This is an optimization exercise on Yosys and OpenROAD, whose aim is small area, a short achievable clock period and few clock cycles per item, not a production implementation.
In this exercise RTL edits were held to simulation tests only and were not proved equivalent to the original.
Power figures rest on the tool's default switching activity, not on a simulated workload.

## flow/run.sh

```bash
#!/bin/bash
# synth_recipe.tcl (not shown) runs the flow's synth.tcl, then flattens the netlist and writes it again
# the make line also repeats each setting of config.mk as NAME=value (left out here)
make -C /OpenROAD-flow-scripts/flow DESIGN_CONFIG=/design/flow/config.mk WORK_HOME=/design/flow/orfs CLKGATE_MAP_FILE= SYNTH_SCRIPT=/design/flow/synth_recipe.tcl finish
```

## flow/constraint.sdc

```tcl
create_clock -name core_clock -period 6.0 [get_ports {trn_clk}]
set_input_delay 1.2000 -clock core_clock [delete_from_list [all_inputs] [get_ports {trn_clk}]]
set_output_delay 1.2000 -clock core_clock [all_outputs]
set_load 0.01 [all_outputs]
```

## flow/design.v

```verilog
package pcie_tlp_pkg;
    typedef logic [63:0] qword_t;          
    typedef logic [31:0] dword_t;          
    typedef logic [63:0] pcie_addr_t;      
    typedef logic [15:0] requester_id_t;   
    localparam int TLP_LEN_W = 10;         
    typedef logic [TLP_LEN_W-1:0] tlp_len_t;
    typedef enum logic [7:0] {
        MRD32          = 8'h00,   
        MWR32_3DW      = 8'h40,   
        MWR64_4DW_DATA = 8'h60    
    } tlp_fmt_type_e;
    localparam int       TLP_TAG_W     = 8;          
    localparam tlp_len_t MWR_LENGTH_DW = 10'd2;      
    localparam logic [3:0] FULL_BE     = 4'hF;       
    localparam int       NOTIFY_BEATS  = 3;          
    localparam tlp_len_t RX_LENGTH_DW  = 10'd1;
endpackage
package dma_regs_pkg;
    localparam int NUM_CHANNELS = 4;
    localparam int CHAN_SEL_W   = $clog2(NUM_CHANNELS);
    typedef logic [2:0] chan_idx_t;              
    typedef logic [CHAN_SEL_W-1:0] chan_sel_t;   
    typedef enum logic [1:0] {
        REG_ADDR_LO  = 2'd0,   
        REG_ADDR_HI  = 2'd1,   
        REG_DOORBELL = 2'd2,   
        REG_NONE     = 2'd3    
    } reg_sel_e;
    localparam int BAR_CHAN_MSB = 6;
    localparam int BAR_CHAN_LSB = 4;
    localparam int BAR_SEL_MSB  = 3;
    localparam int BAR_SEL_LSB  = 2;
    localparam int RING_BYTES    = 4096;
    localparam int NOTIFY_STRIDE = 8;            
    typedef logic [$clog2(RING_BYTES)-1:0] ring_off_t;
    typedef logic [31:0] seq_t;
endpackage
module rx_reg_decoder
(
    input  logic      trn_clk,
    input  logic      reset,
    input  pcie_tlp_pkg::qword_t    rd,         
    input  logic      rsof,       
    input  logic      reof,       
    input  logic      rsrc_rdy,   
    input  logic      bar0_hit,   
    output logic      wr_valid,   
    output dma_regs_pkg::chan_idx_t wr_chan,    
    output dma_regs_pkg::reg_sel_e  wr_sel,     
    output pcie_tlp_pkg::dword_t    wr_data     
);
    typedef enum logic [1:0] {
        IDLE,   
        HDR,    
        DATA,   
        DROP    
    } rx_state_e;
    rx_state_e state;
    logic      beat;       
    logic      hdr_ok;     
    pcie_tlp_pkg::dword_t    addr_dw;    
    dma_regs_pkg::chan_idx_t chan_q;
    dma_regs_pkg::reg_sel_e  sel_q;
    pcie_tlp_pkg::dword_t    data_q;
    assign beat    = rsrc_rdy;
    assign addr_dw = rd[63:32];
    assign hdr_ok = bar0_hit && (rd[63:56] == pcie_tlp_pkg::MWR32_3DW) &&
                    (rd[41:32] == pcie_tlp_pkg::RX_LENGTH_DW) && !reof;
    always_ff @(posedge trn_clk) begin
        if (reset) begin
            state <= IDLE;
        end else begin
            case (state)
                IDLE, DATA: begin
                    state <= IDLE;                  
                    if (beat && rsof) begin
                        if (hdr_ok) begin
                            state <= HDR;
                        end else if (!reof) begin
                            state <= DROP;          
                        end
                    end
                end
                HDR: begin
                    if (beat) begin
                        if (reof && !rsof) begin
                            state <= DATA;          
                        end else if (reof) begin
                            state <= IDLE;
                        end else begin
                            state <= DROP;          
                        end
                    end
                end
                DROP: if (beat && reof) state <= IDLE;
                default: state <= IDLE;
            endcase
        end
    end
    always_ff @(posedge trn_clk) begin
        if (state == HDR && beat && reof) begin
            chan_q <= addr_dw[dma_regs_pkg::BAR_CHAN_MSB:dma_regs_pkg::BAR_CHAN_LSB];
            sel_q  <= dma_regs_pkg::reg_sel_e'(addr_dw[dma_regs_pkg::BAR_SEL_MSB:dma_regs_pkg::BAR_SEL_LSB]);
            data_q <= rd[31:0];
        end
    end
    assign wr_valid = (state == DATA);   
    assign wr_chan  = chan_q;
    assign wr_sel   = sel_q;
    assign wr_data  = data_q;
endmodule
module notify_channel
#(
    parameter int CHANNEL_ID = 0
)
(
    input  logic          trn_clk,
    input  logic          reset,
    input  pcie_tlp_pkg::requester_id_t requester_id,   
    input  logic          wr_valid,
    input  dma_regs_pkg::chan_idx_t     wr_chan,
    input  dma_regs_pkg::reg_sel_e      wr_sel,
    input  pcie_tlp_pkg::dword_t        wr_data,
    output logic          tx_req,     
    input  logic          tx_ack,     
    output pcie_tlp_pkg::qword_t        tx_data,    
    output logic          tx_sof,     
    output logic          tx_eof,     
    output logic          tx_valid,   
    input  logic          tx_ready    
);
    typedef enum logic [2:0] {
        IDLE,      
        REQ,       
        BEAT0,     
        BEAT1,     
        BEAT2,     
        RELEASE    
    } chan_state_e;
    chan_state_e state;
    pcie_tlp_pkg::pcie_addr_t  base_addr;   
    dma_regs_pkg::ring_off_t   ring_off;    
    dma_regs_pkg::seq_t        seq;         
    pcie_tlp_pkg::dword_t      db_word;     
    logic        hit;         
    logic        beat_done;   
    pcie_tlp_pkg::dword_t      hdr_dw0;
    pcie_tlp_pkg::dword_t      hdr_dw1;
    assign hit       = wr_valid && (wr_chan == dma_regs_pkg::chan_idx_t'(CHANNEL_ID));
    assign beat_done = tx_valid && tx_ready;
    assign hdr_dw0 = {8'(pcie_tlp_pkg::MWR64_4DW_DATA), 14'd0, pcie_tlp_pkg::MWR_LENGTH_DW};
    assign hdr_dw1 = {requester_id, pcie_tlp_pkg::TLP_TAG_W'(CHANNEL_ID), pcie_tlp_pkg::FULL_BE, pcie_tlp_pkg::FULL_BE};
    always_ff @(posedge trn_clk) begin
        if (reset) begin
            state     <= IDLE;
            base_addr <= '0;
            ring_off  <= '0;
            seq       <= '0;
        end else begin
            case (state)
                IDLE:    if (hit && wr_sel == dma_regs_pkg::REG_DOORBELL) state <= REQ;
                REQ:     if (tx_ack) state <= BEAT0;
                BEAT0:   if (beat_done) state <= BEAT1;
                BEAT1:   if (beat_done) state <= BEAT2;
                BEAT2: begin
                    if (beat_done) begin
                        state    <= RELEASE;
                        seq      <= seq + dma_regs_pkg::seq_t'(1);
                        ring_off <= ring_off + dma_regs_pkg::ring_off_t'(dma_regs_pkg::NOTIFY_STRIDE);   
                    end
                end
                RELEASE: if (!tx_ack) state <= IDLE;    
                default: state <= IDLE;
            endcase
            if (hit && wr_sel == dma_regs_pkg::REG_ADDR_LO) begin
                base_addr[31:0] <= {wr_data[31:3], 3'b000};
                ring_off        <= '0;
            end
            if (hit && wr_sel == dma_regs_pkg::REG_ADDR_HI) begin
                base_addr[63:32] <= wr_data;
                ring_off         <= '0;
            end
        end
    end
    always_ff @(posedge trn_clk) begin
        if (state == IDLE && hit && wr_sel == dma_regs_pkg::REG_DOORBELL) begin
            db_word <= wr_data;
        end
    end
    assign tx_req   = (state == REQ) || (state == BEAT0) || (state == BEAT1) || (state == BEAT2);
    assign tx_valid = (state == BEAT0) || (state == BEAT1) || (state == BEAT2);
    assign tx_sof   = (state == BEAT0);
    assign tx_eof   = (state == BEAT2);
    always_comb begin
        case (state)
            BEAT0:   tx_data = {hdr_dw0, hdr_dw1};
            BEAT1:   tx_data = base_addr + pcie_tlp_pkg::pcie_addr_t'(ring_off);
            default: tx_data = {seq, db_word};
        endcase
    end
endmodule
module tx_arbiter
(
    input  logic                           trn_clk,
    input  logic                           reset,
    input  logic [dma_regs_pkg::NUM_CHANNELS-1:0]        req_vec,
    input  logic [dma_regs_pkg::NUM_CHANNELS-1:0]        valid_vec,
    input  logic [dma_regs_pkg::NUM_CHANNELS-1:0]        sof_vec,
    input  logic [dma_regs_pkg::NUM_CHANNELS-1:0]        eof_vec,
    input  logic [dma_regs_pkg::NUM_CHANNELS-1:0][63:0]  data_vec,
    output logic [dma_regs_pkg::NUM_CHANNELS-1:0]        ack_vec,
    output logic [dma_regs_pkg::NUM_CHANNELS-1:0]        ready_vec,
    output pcie_tlp_pkg::qword_t                         td,         
    output logic                           tsof,
    output logic                           teof,
    output logic                           tsrc_rdy,
    input  logic                           tdst_rdy    
);
    typedef enum logic [1:0] {
        SCAN,       
        GRANT,      
        WAIT_DROP   
    } arb_state_e;
    arb_state_e state;
    dma_regs_pkg::chan_sel_t  grant;   
    dma_regs_pkg::chan_sel_t  last;    
    dma_regs_pkg::chan_sel_t  pick;    
    logic       found;
    logic       ack_on;
    logic       eof_done;
    for (genvar i = 0; i < dma_regs_pkg::NUM_CHANNELS; i++) begin : g_chan
        assign ack_vec[i]   = ack_on && (grant == dma_regs_pkg::chan_sel_t'(i));
        assign ready_vec[i] = ack_vec[i] && tdst_rdy;   
    end
    always_comb begin
        pick  = last;
        found = 1'b0;
        for (int k = 1; k <= dma_regs_pkg::NUM_CHANNELS; k++) begin
            if (!found && req_vec[(int'(last) + k) % dma_regs_pkg::NUM_CHANNELS]) begin
                pick  = dma_regs_pkg::chan_sel_t'((int'(last) + k) % dma_regs_pkg::NUM_CHANNELS);
                found = 1'b1;
            end
        end
    end
    always_ff @(posedge trn_clk) begin
        if (reset) begin
            state <= SCAN;
            grant <= '0;
            last  <= dma_regs_pkg::chan_sel_t'(dma_regs_pkg::NUM_CHANNELS - 1);   
        end else begin
            case (state)
                SCAN: begin
                    if (found) begin
                        grant <= pick;
                        last  <= pick;
                        state <= GRANT;    
                    end
                end
                GRANT: begin
                    if (eof_done) state <= WAIT_DROP;
                end
                WAIT_DROP: if (!req_vec[grant]) state <= SCAN;   
                default: state <= SCAN;
            endcase
        end
    end
    assign ack_on = (state != SCAN);
    assign td       = data_vec[grant];
    assign tsrc_rdy = ack_on && valid_vec[grant];
    assign tsof     = tsrc_rdy && sof_vec[grant];
    assign teof     = tsrc_rdy && eof_vec[grant];
    assign eof_done = teof && tdst_rdy;
endmodule
module pcie_notify_endpoint
(
    input  logic       trn_clk,
    input  logic       reset,
    input  pcie_tlp_pkg::qword_t     trn_rd,
    input  logic       trn_rsof_n,
    input  logic       trn_reof_n,
    input  logic       trn_rsrc_rdy_n,
    input  logic [6:0] trn_rbar_hit_n,
    output logic       trn_rdst_rdy_n,
    output pcie_tlp_pkg::qword_t     trn_td,
    output logic [7:0] trn_trem_n,
    output logic       trn_tsof_n,
    output logic       trn_teof_n,
    output logic       trn_tsrc_rdy_n,
    input  logic       trn_tdst_rdy_n,
    input  logic [7:0] cfg_bus_number,
    input  logic [4:0] cfg_device_number,
    input  logic [2:0] cfg_function_number
);
    pcie_tlp_pkg::requester_id_t requester_id;
    logic          tsof;
    logic          teof;
    logic          tsrc_rdy;
    logic          wr_valid;
    dma_regs_pkg::chan_idx_t     wr_chan;
    dma_regs_pkg::reg_sel_e      wr_sel;
    pcie_tlp_pkg::dword_t        wr_data;
    logic [dma_regs_pkg::NUM_CHANNELS-1:0]       req_vec;
    logic [dma_regs_pkg::NUM_CHANNELS-1:0]       ack_vec;
    logic [dma_regs_pkg::NUM_CHANNELS-1:0]       valid_vec;
    logic [dma_regs_pkg::NUM_CHANNELS-1:0]       ready_vec;
    logic [dma_regs_pkg::NUM_CHANNELS-1:0]       sof_vec;
    logic [dma_regs_pkg::NUM_CHANNELS-1:0]       eof_vec;
    logic [dma_regs_pkg::NUM_CHANNELS-1:0][63:0] data_vec;
    assign requester_id   = {cfg_bus_number, cfg_device_number, cfg_function_number};
    assign trn_rdst_rdy_n = 1'b0;     
    assign trn_trem_n     = 8'h00;    
    rx_reg_decoder u_rx_reg_decoder (
        .trn_clk  (trn_clk),
        .reset    (reset),
        .rd       (trn_rd),
        .rsof     (!trn_rsof_n),
        .reof     (!trn_reof_n),
        .rsrc_rdy (!trn_rsrc_rdy_n),
        .bar0_hit (!trn_rbar_hit_n[0]),
        .wr_valid (wr_valid),
        .wr_chan  (wr_chan),
        .wr_sel   (wr_sel),
        .wr_data  (wr_data)
    );
    for (genvar g = 0; g < dma_regs_pkg::NUM_CHANNELS; g++) begin : g_chan
        notify_channel #(.CHANNEL_ID(g)) u_notify_channel (
            .trn_clk      (trn_clk),
            .reset        (reset),
            .requester_id (requester_id),
            .wr_valid     (wr_valid),
            .wr_chan      (wr_chan),
            .wr_sel       (wr_sel),
            .wr_data      (wr_data),
            .tx_req       (req_vec[g]),
            .tx_ack       (ack_vec[g]),
            .tx_data      (data_vec[g]),
            .tx_sof       (sof_vec[g]),
            .tx_eof       (eof_vec[g]),
            .tx_valid     (valid_vec[g]),
            .tx_ready     (ready_vec[g])
        );
    end
    tx_arbiter u_tx_arbiter (
        .trn_clk   (trn_clk),
        .reset     (reset),
        .req_vec   (req_vec),
        .valid_vec (valid_vec),
        .sof_vec   (sof_vec),
        .eof_vec   (eof_vec),
        .data_vec  (data_vec),
        .ack_vec   (ack_vec),
        .ready_vec (ready_vec),
        .td        (trn_td),
        .tsof      (tsof),
        .teof      (teof),
        .tsrc_rdy  (tsrc_rdy),
        .tdst_rdy  (!trn_tdst_rdy_n)
    );
    assign trn_tsof_n     = !tsof;       
    assign trn_teof_n     = !teof;
    assign trn_tsrc_rdy_n = !tsrc_rdy;
endmodule
```

## flow/config.mk

```make
export PLATFORM = sky130hd
export DESIGN_NAME = pcie_notify_endpoint
export DESIGN_NICKNAME = pcie_notify_endpoint
export VERILOG_FILES = /design/flow/design.v
export SDC_FILE = /design/flow/constraint.sdc
export NUM_CORES = 4
export LEC_CHECK = 0
export CAP_MARGIN = 20
export CORE_MARGIN = 2
export CORE_UTILIZATION = 40
export PLACE_DENSITY = 0.6
export SETUP_SLACK_MARGIN = 0.3
export SLEW_MARGIN = 20
```

==> results.sh <==
export IMPL_run_status="timing/DRC/antenna clean"
export IMPL_vias_per_cell=6.01
export IMPL_seqPwrFrac_pct=45.2
export IMPL_p_leak_nw=12.2
export IMPL_multi_input_gate_area_um2=17400
export IMPL_worstPathMaxFanout=9
export IMPL_regToRegEndpoint="g_chan[2].u_notify_channel.seq[31]"
export IMPL_core_area_um2=79000
export IMPL_synthesis_yosys_warnings=6
export IMPL_post_route_period_util_pct=93.4
export IMPL_place_ws_ps=504
export IMPL_hold_end="g_chan[3].u_notify_channel.base_addr[43]"
export IMPL_clk_transition_reported_paths_ps=60
export IMPL_start_kind="flop"
export IMPL_global_route_usage_met2_pct=43.8
export IMPL_fill_cells=7662
export IMPL_worst_endpoint_required_ps=4800
export IMPL_clock_power_share_pct=47.2
export IMPL_worstSetupPathType="flop to output port"
export IMPL_timing_critical_path_from="g_chan[3].u_notify_channel.ring_off[6]"
export IMPL_die_w_um=286
export IMPL_final_cell_mix="700 x sky130_fd_sc_hd__nand2_1, 424 x sky130_fd_sc_hd__dfxtp_1, 403 x sky130_fd_sc_hd__a21oi_1"
export IMPL_startpoint_of_the_lowest_slack_hold_path="g_chan[3].u_notify_channel.base_addr[43]"
export IMPL_reg2reg_slack_ps=2060
export IMPL_numPortBuffers=139
export IMPL_maxSlewViolCount=0
export IMPL_std_cell_rows=103
export IMPL_setup_slack_ps=394
export IMPL_hp_class="flop to flop"
export IMPL_final_cells=4993
export IMPL_power_report_internal_total_w=0.00691
export IMPL_clock_tree_from_tritoncts="built"
export IMPL_floorplan_io_pins=169
export IMPL_hold_violations=0
export IMPL_gp_congestion=0.985
export IMPL_ir_drop_uv=187
export IMPL_worstPathArrival_ps=4410
export IMPL_clock_skew_final_ps=24.9
export IMPL_postSynthAreaPerCell_um2=8.32
export IMPL_ys_ff_latch=593
export IMPL_synth_yosys_seq_area_share_pct=42.4
export IMPL_groute_layer_met3_usage_pct=6.72
export IMPL_antenna_found_initial=3
export IMPL_cap_violations=0
export IMPL_wire_length_of_the_first_global_routing_pass_um=184000
export IMPL_route_antenna_remaining_nets=0
export IMPL_setup_tns_final_ps=0
export IMPL_flow_area_growth_from_synthesis_pct=16.1
export IMPL_insertion_delay_ps=620
export IMPL_busiest_layer="met2"
export IMPL_number_of_hold_buffers_added_after_cts=0
export IMPL_detailroute_via_count=29987
export IMPL_synth_enable_flop_cells=165
export IMPL_synthesis_area_um2=31900
export IMPL_die_height_um=286
export IMPL_grt_overflow_total=0
export IMPL_wl_um=129000
export IMPL_combinationalPowerShare_pct=7.5
export IMPL_floorplan_die_area_um2=82000
export IMPL_yosys_most_used_dff="sky130_fd_sc_hd__dfxtp_1"
export IMPL_dp_final_hpwl_um=90500
export IMPL_setup_repair_after_global_routing_missed_its_margin="true"
export IMPL_layout_cells_most_common="sky130_fd_sc_hd__nand2_1"
export IMPL_placed_cells=4856
export IMPL_p_sw_share_pct=24.6
export IMPL_max_freq_mhz=178
export IMPL_tightest_slew_ps=1230
export IMPL_netlist_cell_type_count=84
export IMPL_power_density_nw_per_um2=248
export IMPL_vias_in_the_first_global_route=26709
export IMPL_detailedRoute_firstIterationViolations=4130
export IMPL_layout_net_count=4029
export IMPL_setup_viol=0
export IMPL_cts_sinks=593
export IMPL_drcViolationCount=0
export IMPL_ys_async_sr_fraction_pct=0
export IMPL_drt_wirelength_per_cell_um=25.8
export IMPL_maximum_number_of_pins_on_one_net_before_global_route_repair=137
export IMPL_final_design_utilization_pct=46.9
export IMPL_drive_above_1_share_pct=7.89
export IMPL_worst_setup_path_end_kind="output port"
export IMPL_hold_path_depth=2
export IMPL_detail_route_first_pass_iterations=8
export IMPL_global_route_usage_total_pct=30.6
export IMPL_netlist_instances=3831
export IMPL_summed_area_of_non_filler_cells_in_the_final_layout_um2=37000
export IMPL_seqCellArea_um2=13500
export IMPL_global_route_usage_met1_pct=43.8
export IMPL_ctsLongestPathBuffers=3
export IMPL_worst_rel_slew_slack_pct=17.7
export IMPL_cts_buffers=70
export IMPL_htreeDepth=3
export IMPL_worst_r2r_path_depth=10
export IMPL_r2r_start="u_tx_arbiter.grant[1]"
export IMPL_netSwitchingPower_w=0.00225
export IMPL_root_buffer="sky130_fd_sc_hd__clkbuf_16"
export IMPL_placed_area_um2=34400
export IMPL_finalCriticalPeriod_ps=5610
export IMPL_initial_standard_cell_utilization_of_the_core_pct=40.4
## layer usage
metal	share of wire (%)	wire length, µm
met1	42	54700
met2	41	52900
met3	12	15200
met4	4.6	5940
met5	0.0062	8
## synth_stat cells (all sizes together) (11+ instances only)
master     n  area [µm²]
xnor2    153        1340
and4      26         228
nor3      62         310
xor2     204        1790
and3      77         482
mux2i     13         130
nor3b     39         293
nand4     99         641
or3       41         257
a22oi     31         233
nand3    140         701
a221oi    46         403
or2       12        75.1
inv       54         203
o2111ai   11        96.3
clkbuf   227         876
o221ai    27         236
nor2b     17         106
o22ai     18         113
nand2b    24         150
buf       45         264
o211ai    37         278
o21ai    131         656
a21oi    405        2030
nand2    702        2640
dfxtp    428        8570
a211oi    50         380
and2      24         150
nor4      17         119
ha        44         551
edfxtp   165        4950
a31oi     16         100
nor2     285        1070
a21o      24         180
## repair_timing
action | 4_1_cts | 5_1_grt
setup endpoints to repair | 24 | 39
setup buffers | 1 | 9
pin swaps | 3 | 9
gates resized for setup | 21 | 32
## stage by stage
| stage | power (W) | hold slack (ps) |
|---|---|---|
| detailed placement | 0.00489 | 449 |
| CTS | 0.00918 | 456 |
| floorplan | 0.00450 | 436 |
| global placement | 0.00489 | 446 |
| finish | 0.00916 | 456 |
| global route | 0.00938 | 476 |
## logic make-up (layout without fill, tap and decap cells)
| kind of cell | after synthesis | in the layout | share of synthesized area [%] |
|---|---|---|---|
| flip-flops | 593 | 593 | 42.4 |
| other | 1 | 10 | 0.0118 |
| XOR/XNOR | 357 | 357 | 9.81 |
| AND/OR/NAND/NOR | 1599 | 1599 | 23.5 |
| adder cells (fa/ha/maj) | 48 | 48 | 1.98 |
| multiplexers | 17 | 17 | 0.691 |
| buffers and inverters | 326 | 429 | 4.21 |
| AO/OA/AOI/OAI | 890 | 890 | 17.4 |
## how the worst max path moves through the flow
stage          depth (start not counted)                          to
4_1_cts                               10                  trn_td[52]
2_1_floorplan                          1  u_rx_reg_decoder.chan_q[0]
3_5_place_dp                          13                  trn_td[33]
3_3_place_gp                          13                  trn_td[33]
5_1_grt                               11                  trn_td[52]
6_report                              11                  trn_td[52]
## sequential cells by signal (all words and copies together) (netlist names), 3 cells and up
register / count
g_chan.u_notify_channel.state: 12
u_rx_reg_decoder.data_q: 32
g_chan.u_notify_channel.base_addr: 244
g_chan.u_notify_channel.db_word: 128
u_rx_reg_decoder.chan_q: 3
g_chan.u_notify_channel.ring_off: 36
g_chan.u_notify_channel.seq: 128
## layout make-up
| cell class | instances | area share, % |
|---|---|---|
| inverter | 54 | 0.548 |
| clock inverter | 20 | 0.473 |
| antenna | 1 | 0.00676 |
| tap | 1050 | 3.55 |
| clock buffer | 106 | 5.79 |
| timing repair buffer | 249 | 6.16 |
| sequential | 593 | 36.5 |
| multi-input combinational | 2920 | 46.9 |
## power groups by stage
stage,sequential [W],clock [W],combinational (W)
floorplan,0.00420,0,0.000298
global placement,0.00423,0,0.000661
detailed placement,0.00423,0,0.000660
CTS,0.00414,0.00437,0.000665
global route,0.00414,0.00454,0.000703
finish,0.00415,0.00433,0.000690
## critical path, cell delays in order, from the launching register on
cell                              delay, ps
sky130_fd_sc_hd__dfxtp_1                350
sky130_fd_sc_hd__ha_1                   370
sky130_fd_sc_hd__o21ai_0                140
sky130_fd_sc_hd__o211ai_1               300
sky130_fd_sc_hd__nand4_1                400
sky130_fd_sc_hd__nand2_1                360
sky130_fd_sc_hd__buf_4                  240
sky130_fd_sc_hd__nand4_1                170
sky130_fd_sc_hd__or3_1                  340
sky130_fd_sc_hd__a31oi_1                300
sky130_fd_sc_hd__or4_1                  220
sky130_fd_sc_hd__clkdlybuf4s50_1        570
Testbench counts, summed over its fixed seeds: cycles 22,141, items 3,200.

## afterwards: timing with drivers on the ports
The results above use ideal ports. As a check the final layout listed here was re-extracted and re-timed, cells and wires unchanged.
Step 1 (the two cells are an assumption about what drives the block):
set clk [get_ports {trn_clk}]
set_driving_cell -lib_cell sky130_fd_sc_hd__clkbuf_16 $clk
set_driving_cell -lib_cell sky130_fd_sc_hd__buf_2 [delete_from_list [all_inputs] $clk]
Step 2 adds t to the input delays and takes it off the output delays; t is the mean of the earliest and latest rising clock arrival at the registers after step 1. Input paths then give back, and output paths get back, about the clock's delay inside the block.
a / b / c = no drivers / after step 1 / after step 2; a / b = the first two.
shift t [ns]: 0.672
slack for setup (ns): 0.394 / 0.333 / 0.941
worst setup path after step 2: input to output
After both steps this run still meets setup and hold. For this run, drivers alone change the setup slack by -0.061 ns; drivers and shift together by +0.547 ns.
